Background: an optimization exercise with open tools, aiming at small area, a short achievable clock period and few clock cycles. Do not read the settings as production practice.
RTL that was checked went through simulation tests only; none was proved equivalent to the original.

==> inputs of nickel <==
==> flow/design.v (excerpt) <==
module battery_gauge_level_tracker (
  input  logic        clk_i,
  input  logic        rst_ni,
  input  logic        in_valid_i,
  output logic        in_ready_o,
  input  logic [57:0] in_data_i,
  output logic        out_valid_o,
  input  logic        out_ready_i,
  output logic [10:0] out_data_o
);
  localparam logic [1:0] K_DIV = 2'd0;    
  localparam logic [1:0] K_CONST = 2'd1;  
  localparam logic [1:0] K_KEEP = 2'd2;   
  localparam logic [1:0] K_NOP = 2'd3;    
  logic out_valid_q, adv_q;    
  assign adv_q = !out_valid_q || out_ready_i;
  assign in_ready_o = adv_q;
  logic signed [7:0] temp;
  logic [15:0] vin, curin;
  logic [10:0] vq;
  logic [14:0] cq;
  logic [1:0]  rng;
  logic [2:0]  seed_in;
  assign temp = in_data_i[38:31];
  assign vin = in_data_i[54:39];
  assign curin = in_data_i[30:15];
  always_comb begin
    if (temp < 8'sd10) rng = 2'd0;
    else if (temp < 8'sd20) rng = 2'd1;
    else if (temp < 8'sd30) rng = 2'd2;
    else rng = 2'd3;
    if (vin[15:12] == 4'd0 && vin[11:10] != 2'b11) vq = 11'd0;
    else if (vin[15:13] != 3'd0 || (vin[12] && vin[11:7] != 5'd0)) vq = 11'(bgl_pkg::VTop - bgl_pkg::VOff);
    else vq = {vin[12], vin[9:0]};
    cq = curin[15] ? 15'h7fff : curin[14:0];
    if (vq > bgl_pkg::VDisL3) seed_in = 3'd4;
    else if (vq > bgl_pkg::VDisL2) seed_in = 3'd3;
    else if (vq > bgl_pkg::VDisL1) seed_in = 3'd2;
    else if (vq > bgl_pkg::VDisL0) seed_in = 3'd1;
    else seed_in = 3'd0;
  end
  logic        s_valid_q;
  logic        chg, nochg, usb;
  ...
Settings: LEC_CHECK=0, CAP_MARGIN=20, CORE_MARGIN=2, CORE_UTILIZATION=40, CTS_BUF_LIST=sky130_fd_sc_hd__clkbuf_16, CTS_CLUSTER_DIAMETER=100, CTS_CLUSTER_SIZE=30, SLEW_MARGIN=20; clock period 12.0 ns.
standard.sh (not shown) runs the stock make flow with config.mk's settings and CLKGATE_MAP_FILE= SYNTH_SCRIPT=/design/flow/synth_recipe.tcl, a recipe that flattens the netlist after the stock synthesis.
==> flow/flow/run.sh <==
#!/bin/bash
# Layout: the standard flow (standard.sh, unchanged synthesis) with two settings changed:
# the port buffers are sky130_fd_sc_hd__buf_2 cells, and timing repair aims for 6.8 ns of
# setup slack at the design's 12 ns period. make's full output goes to layout.log here.
set -euo pipefail
export BUFFER_PORTS_ARGS="-buffer_cell sky130_fd_sc_hd__buf_2"
bash standard.sh SETUP_SLACK_MARGIN=6.8 finish > layout.log 2>&1
==> cedar (differences from nickel) <==
--- a/flow/design.v
+++ b/flow/design.v
@@ -66,76 +66,35 @@
       3'd2: b = 7'd80;
       default: b = 7'd100;
     endcase
     dtop = b;
   endfunction
 endpackage
-module bgl_add #(
-  parameter int W = 16
-) (
-  input  logic [W-1:0] a,
-  input  logic [W-1:0] b,
-  input  logic         cin,
-  output logic [W-1:0] s,
-  output logic         cout
-);
-  logic [W-1:0] g, p, gg, pp;
-  logic [W:0]   c;
-  always_comb begin
-    g = a & b;
-    p = a ^ b;
-    gg = g;
-    gg[0] = g[0] | (p[0] & cin);
-    pp = p;
-    for (int l = 0; (1 << l) < W; l++)
-      for (int i = (2 << l) - 1; i < W; i += (2 << l)) begin
-        gg[i] = gg[i] | (pp[i] & gg[i - (1 << l)]);
-        pp[i] = pp[i] & pp[i - (1 << l)];
-      end
-    for (int l = 4; l >= 0; l--)   
-      for (int i = 3 * (1 << l) - 1; i < W; i += (2 << l)) begin
-        gg[i] = gg[i] | (pp[i] & gg[i - (1 << l)]);
-        pp[i] = pp[i] & pp[i - (1 << l)];
-      end
-    c[0] = cin;
-    for (int k = 0; k < W; k++) c[k + 1] = gg[k];
-    s = p ^ c[W-1:0];
-    cout = c[W];
-  end
-endmodule
 module bgl_divider #(
   parameter int HI = 4,
   parameter int LO = 0
 ) (
   input  logic [19:0] rem_i,
   input  logic [14:0] den_i,
   input  logic [4:0]  quo_i,
   output logic [19:0] rem_o,
   output logic [4:0]  quo_o
 );
-  logic [19:0] rem [HI+1:LO];
-  logic [4:0]  quo [HI+1:LO];
-  assign rem[HI+1] = rem_i;
-  assign quo[HI+1] = quo_i;
-  for (genvar k = HI; k >= LO; k--) begin : g_step
-    logic [15:0] t;
-    logic        ok;    
-    bgl_add #(.W(16)) u_sub (
-      .a(rem[k+1][k +: 16]), .b(~{1'b0, den_i}), .cin(1'b1), .s(t), .cout(ok)
-    );
-    always_comb begin
-      rem[k] = rem[k+1];
-      quo[k] = quo[k+1];
-      if (ok) begin
-        rem[k][k +: 16] = t;
-        quo[k][k] = 1'b1;
+  logic [16:0] trial;
+  always_comb begin
+    rem_o = rem_i;
+    quo_o = quo_i;
+    trial = '0;
+    for (int k = HI; k >= LO; k--) begin
+      trial = {1'b0, rem_o[k +: 16]} - {2'b0, den_i};
+      if (!trial[16]) begin
+        rem_o[k +: 16] = trial[15:0];
+        quo_o[k] = 1'b1;
       end
     end
   end
-  assign rem_o = rem[LO];
-  assign quo_o = quo[LO];
 endmodule
 module battery_gauge_level_tracker (
   input  logic        clk_i,
   input  logic        rst_ni,
   input  logic        in_valid_i,
   output logic        in_ready_o,
@@ -145,14 +104,13 @@
   output logic [10:0] out_data_o
 );
   localparam logic [1:0] K_DIV = 2'd0;    
   localparam logic [1:0] K_CONST = 2'd1;  
   localparam logic [1:0] K_KEEP = 2'd2;   
   localparam logic [1:0] K_NOP = 2'd3;    
-  logic out_valid_q, adv_q;    
-  assign adv_q = !out_valid_q || out_ready_i;
+  logic adv_q;    
   assign in_ready_o = adv_q;
   logic signed [7:0] temp;
   logic [15:0] vin, curin;
   logic [10:0] vq;
   logic [14:0] cq;
   logic [1:0]  rng;
@@ -203,44 +161,38 @@
   logic        climb;
   logic [14:0] cmp_l, cmp_r;
   logic [14:0] opa, opb;
   logic [15:0] diff;
   logic [15:0] dmc;
   logic [14:0] x, d;
-  logic        cmp_ge, dmc_c, diff_c;
-  logic [14:0] cmp_unused;
-  logic [15:0] dmc_s, diff_s;
-  bgl_add #(.W(15)) u_cmp (.a(cmp_l), .b(~cmp_r), .cin(1'b1), .s(cmp_unused), .cout(cmp_ge));
-  bgl_add #(.W(16)) u_dmc (.a({1'b0, mc}), .b(~{5'd0, rl_thr}), .cin(1'b1), .s(dmc_s), .cout(dmc_c));
-  bgl_add #(.W(16)) u_diff (.a({1'b0, opa}), .b(~{1'b0, opb}), .cin(1'b1), .s(diff_s), .cout(diff_c));
   always_comb begin
     sw = (chg != mode_q);
     b = sw ? (chg ? 3'd0 : s_seed_q) : band_q;
     rl = bgl_pkg::rule_lookup(usb, s_rng_q, b[1:0]);
     rl_volt = rl[33];
     rl_mc = rl[32];
     rl_thr = rl[31:21];
     rl_other = rl[20:10];
     rl_d = rl[9:0];
     cmp_l = rl_volt ? {4'd0, rl_thr} : cur;
     cmp_r = rl_volt ? {4'd0, v} : {4'd0, rl_thr};
-    climb = !cmp_ge;
-    dmc = dmc_s;
+    climb = cmp_l < cmp_r;
+    dmc = {1'b0, mc} - {5'd0, rl_thr};
     if (chg) begin
       opa = rl_volt ? {4'd0, v} : (rl_mc ? mc : {4'd0, rl_other});
       opb = rl_volt ? {4'd0, rl_other} : cur;
     end else begin
       case (b)
         3'd3: opa = {4'd0, bgl_pkg::VDisL3};
         3'd2: opa = {4'd0, bgl_pkg::VDisL2};
         3'd1: opa = {4'd0, bgl_pkg::VDisL1};
         default: opa = {4'd0, bgl_pkg::VDisL0};
       endcase
       opb = {4'd0, v};
     end
-    diff = diff_s;
+    diff = {1'b0, opa} - {1'b0, opb};
     x = diff[15] ? 15'd0 : diff[14:0];
     nb = b; kind = K_DIV;
     d = rl_mc ? dmc[14:0] : {5'd0, rl_d};
     if (chg) begin
       if (nochg) kind = K_NOP;
       else if (b[2]) kind = K_KEEP;
@@ -319,18 +271,14 @@
         mul_a = {a_x_q, 5'd0}; mul_b = ~{4'd0, a_x_q, 1'b0}; mul_c = 20'd1;
       end
       default: begin   
         mul_a = {1'b0, a_x_q, 4'd0}; mul_b = {2'd0, a_x_q, 3'd0}; mul_c = {5'd0, a_x_q};
       end
     endcase
+    num = mul_a + mul_b + mul_c;
   end
-  logic [19:0] csa_s, csa_c;
-  logic        num_c;
-  assign csa_s = mul_a ^ mul_b ^ mul_c;
-  assign csa_c = (mul_a & mul_b) | (mul_a & mul_c) | (mul_b & mul_c);
-  bgl_add #(.W(20)) u_num (.a(csa_s), .b({csa_c[18:0], 1'b0}), .cin(1'b0), .s(num), .cout(num_c));
   bgl_divider #(.HI(4), .LO(4)) u_div_b (
     .rem_i(num), .den_i(a_d_q), .quo_i(5'd0), .rem_o(rem_b), .quo_o(quo_b)
   );
   always_ff @(posedge clk_i) begin
     if (adv_q) begin
       b_ctl_q <= a_ctl_q; b_d_q <= a_d_q; b_rem_q <= rem_b[18:0]; b_quo_q <= quo_b[4];
@@ -357,39 +305,64 @@
     end
   end
   logic       e_chg, e_sw;
   logic [1:0] e_kind;
   logic [2:0] e_band;
   assign {e_chg, e_sw, e_kind, e_band} = e_ctl_q;
-  logic [6:0] dpct_q, disp_q;
-  logic [6:0] lrep_q;
-  logic       rep_q;
-  logic [2:0] oband_q;
-  logic [6:0] base, qv, p;
-  logic [6:0] lrep_e;
-  logic       rep;
+  logic [6:0] cpct_q, dpct_q, disp_q;
+  logic [7:0] lrep_q;
+  logic [6:0] base, qv, p, disp_n;
+  logic [7:0] lrep_e;
+  logic       rep, push;
   always_comb begin
     base = e_chg ? bgl_pkg::cbase(e_band) : bgl_pkg::dtop(e_band);
     qv = (e_kind == K_DIV) ? {2'd0, e_quo_q} : 7'd0;
     p = e_chg ? (base + qv) : (base - qv);
-    if (e_kind == K_KEEP) p = (e_chg || dpct_q < 7'd80) ? 7'd100 : dpct_q;
-    lrep_e = e_sw ? 7'd127 : lrep_q;
-    rep = (e_kind != K_NOP) && (p != lrep_e);
+    if (e_kind == K_KEEP) p = e_chg ? cpct_q : ((dpct_q < 7'd80) ? 7'd100 : dpct_q);
+    lrep_e = e_sw ? 8'd255 : lrep_q;
+    rep = (e_kind != K_NOP) && ({1'b0, p} != lrep_e);
+    disp_n = (rep && (e_chg ? (p > disp_q) : (p < disp_q))) ? p : disp_q;
   end
+  assign push = adv_q && e_valid_q;
   always_ff @(posedge clk_i or negedge rst_ni) begin
     if (!rst_ni) begin
-      out_valid_q <= 1'b0; dpct_q <= 7'd0; lrep_q <= 7'd0;
-      disp_q <= 7'd100; rep_q <= 1'b0; oband_q <= 3'd4;
-    end else if (adv_q) begin
-      out_valid_q <= e_valid_q;
-      if (e_valid_q) begin
-        if (!e_chg) dpct_q <= p;
-        lrep_q <= rep ? p : lrep_e;
-        if (rep && (e_chg ? (p > disp_q) : (p < disp_q))) disp_q <= p;
-        rep_q <= rep;
-        oband_q <= e_band;
+      cpct_q <= 7'd100; dpct_q <= 7'd0; lrep_q <= 8'd0; disp_q <= 7'd100;
+    end else if (push) begin
+      if (e_chg) begin
+        if (e_kind != K_NOP) cpct_q <= p;
+      end else dpct_q <= p;
+      lrep_q <= rep ? {1'b0, p} : lrep_e;
+      disp_q <= disp_n;
+    end
+  end
+  logic        h_valid_q, k_valid_q, take;
+  logic [10:0] h_data_q, k_data_q, res;
+  assign res = {disp_n, e_band, rep};
+  assign take = h_valid_q && out_ready_i;
+  always_ff @(posedge clk_i or negedge rst_ni) begin
+    if (!rst_ni) begin
+      h_valid_q <= 1'b0; k_valid_q <= 1'b0; adv_q <= 1'b1;
+    end else begin
+      if (take) begin
+        h_valid_q <= k_valid_q || push;
+        k_valid_q <= k_valid_q && push;
+        adv_q <= 1'b1;
+      end else begin
+        h_valid_q <= h_valid_q || push;
+        k_valid_q <= k_valid_q || (h_valid_q && push);
+        adv_q <= !(h_valid_q && (k_valid_q || push));
       end
     end
   end
-  assign out_valid_o = out_valid_q;
-  assign out_data_o = {disp_q, oband_q, rep_q};
+  always_ff @(posedge clk_i) begin
+    if (take) begin
+      if (k_valid_q) h_data_q <= k_data_q;
+      else h_data_q <= res;
+      k_data_q <= res;
+    end else begin
+      if (!h_valid_q) h_data_q <= res;
+      else if (!k_valid_q) k_data_q <= res;
+    end
+  end
+  assign out_valid_o = h_valid_q;
+  assign out_data_o = h_data_q;
 endmodule
==> flow/flow/run.sh (replaced) <==
#!/bin/bash
# Layout: the standard flow (standard.sh, unchanged synthesis) with two settings changed:
# the port buffers are sky130_fd_sc_hd__buf_2 cells, and timing repair aims for 6.5 ns of
# setup slack at the design's 12 ns period. make's full output goes to layout.log here.
set -euo pipefail
export BUFFER_PORTS_ARGS="-buffer_cell sky130_fd_sc_hd__buf_2"
bash standard.sh SETUP_SLACK_MARGIN=6.5 finish > layout.log 2>&1
==> flow/config.mk (replaced) <==
export PLATFORM = sky130hd
export DESIGN_NAME = battery_gauge_level_tracker
export DESIGN_NICKNAME = battery_gauge_level_tracker
export VERILOG_FILES = /design/flow/design.v
export SDC_FILE = /design/flow/constraint.sdc
export NUM_CORES = 4
export LEC_CHECK = 0
export CAP_MARGIN = 20
export CORE_MARGIN = 2
export CORE_UTILIZATION = 40
export SLEW_MARGIN = 20
==> results.txt <==
* Outcome: timing/DRC/antenna clean
* Nets at 2,363
* Met1 GRT Util at 0.242
* Fin util at 0.465
* CP required at 12.32 ns
* Crit path cell chain: mux2i_1 -> o21ai_1 -> buf_4 -> ha_1 -> inv_1 -> nand2_1 -> o221ai_1 -> o21ai_0 -> inv_1 -> ha_1 -> a21oi_1 -> o21bai_1 -> a21oi_1 -> xnor2_1 -> or4b_1 -> nand4bb_1 -> o31ai_1
* Fraction of area in multi-input gates at 0.527
[end of results for cedar]
==> results.txt <==
* Met1 GRT Util at 0.240
* Max Freq at 0.179 GHz
* Die width at 210 um
* IO Port Bufs at 73
* CP required at 12.25 ns
* Nets at 2,126
* Outcome: timing/DRC/antenna clean
* Fraction of area in multi-input gates at 0.528
* Crit path cell chain: nand2b_4 -> nor2_4 -> buf_6 -> mux2_4 -> fa_2 -> ha_4 -> o21a_1 -> o21a_1 -> o21ai_2 -> o21ai_2 -> a31oi_1 -> nor2b_1 -> o21a_1 -> o41a_1 -> a31o_1 -> fa_2 -> ha_4 -> a21oi_4 -> o21ai_4 -> a31o_4 -> mux2_4
* Reg area at 6350 um^2
[end of results for nickel]
Testbench counts of nickel, summed over its fixed seeds: cycles 4,848.
Function not checked in cedar: the RTL went through the layout flow alone.

what the ideal ports hide:
Ports are ideal in the flow. The routed layouts listed here were re-timed in OpenROAD.
Step 1, drivers: a clkbuf_16 drives clk_i and a buf_2 each remaining input, both assumed.
Step 2 also shifts input and output timing later by t, the mid clock arrival at the registers, as if the neighbouring blocks saw the same clock.
Three values: no drivers, after step 1, after step 2; two values: the first two.
run | t, ns | slack for setup (ns) | worst setup path after step 2
nickel | 0.532 | 6.421 / 6.421 / 6.421 | register to register
cedar | 0.615 | 6.610 / 6.610 / 6.610 | register to register
After both steps every run listed still meets setup and hold.
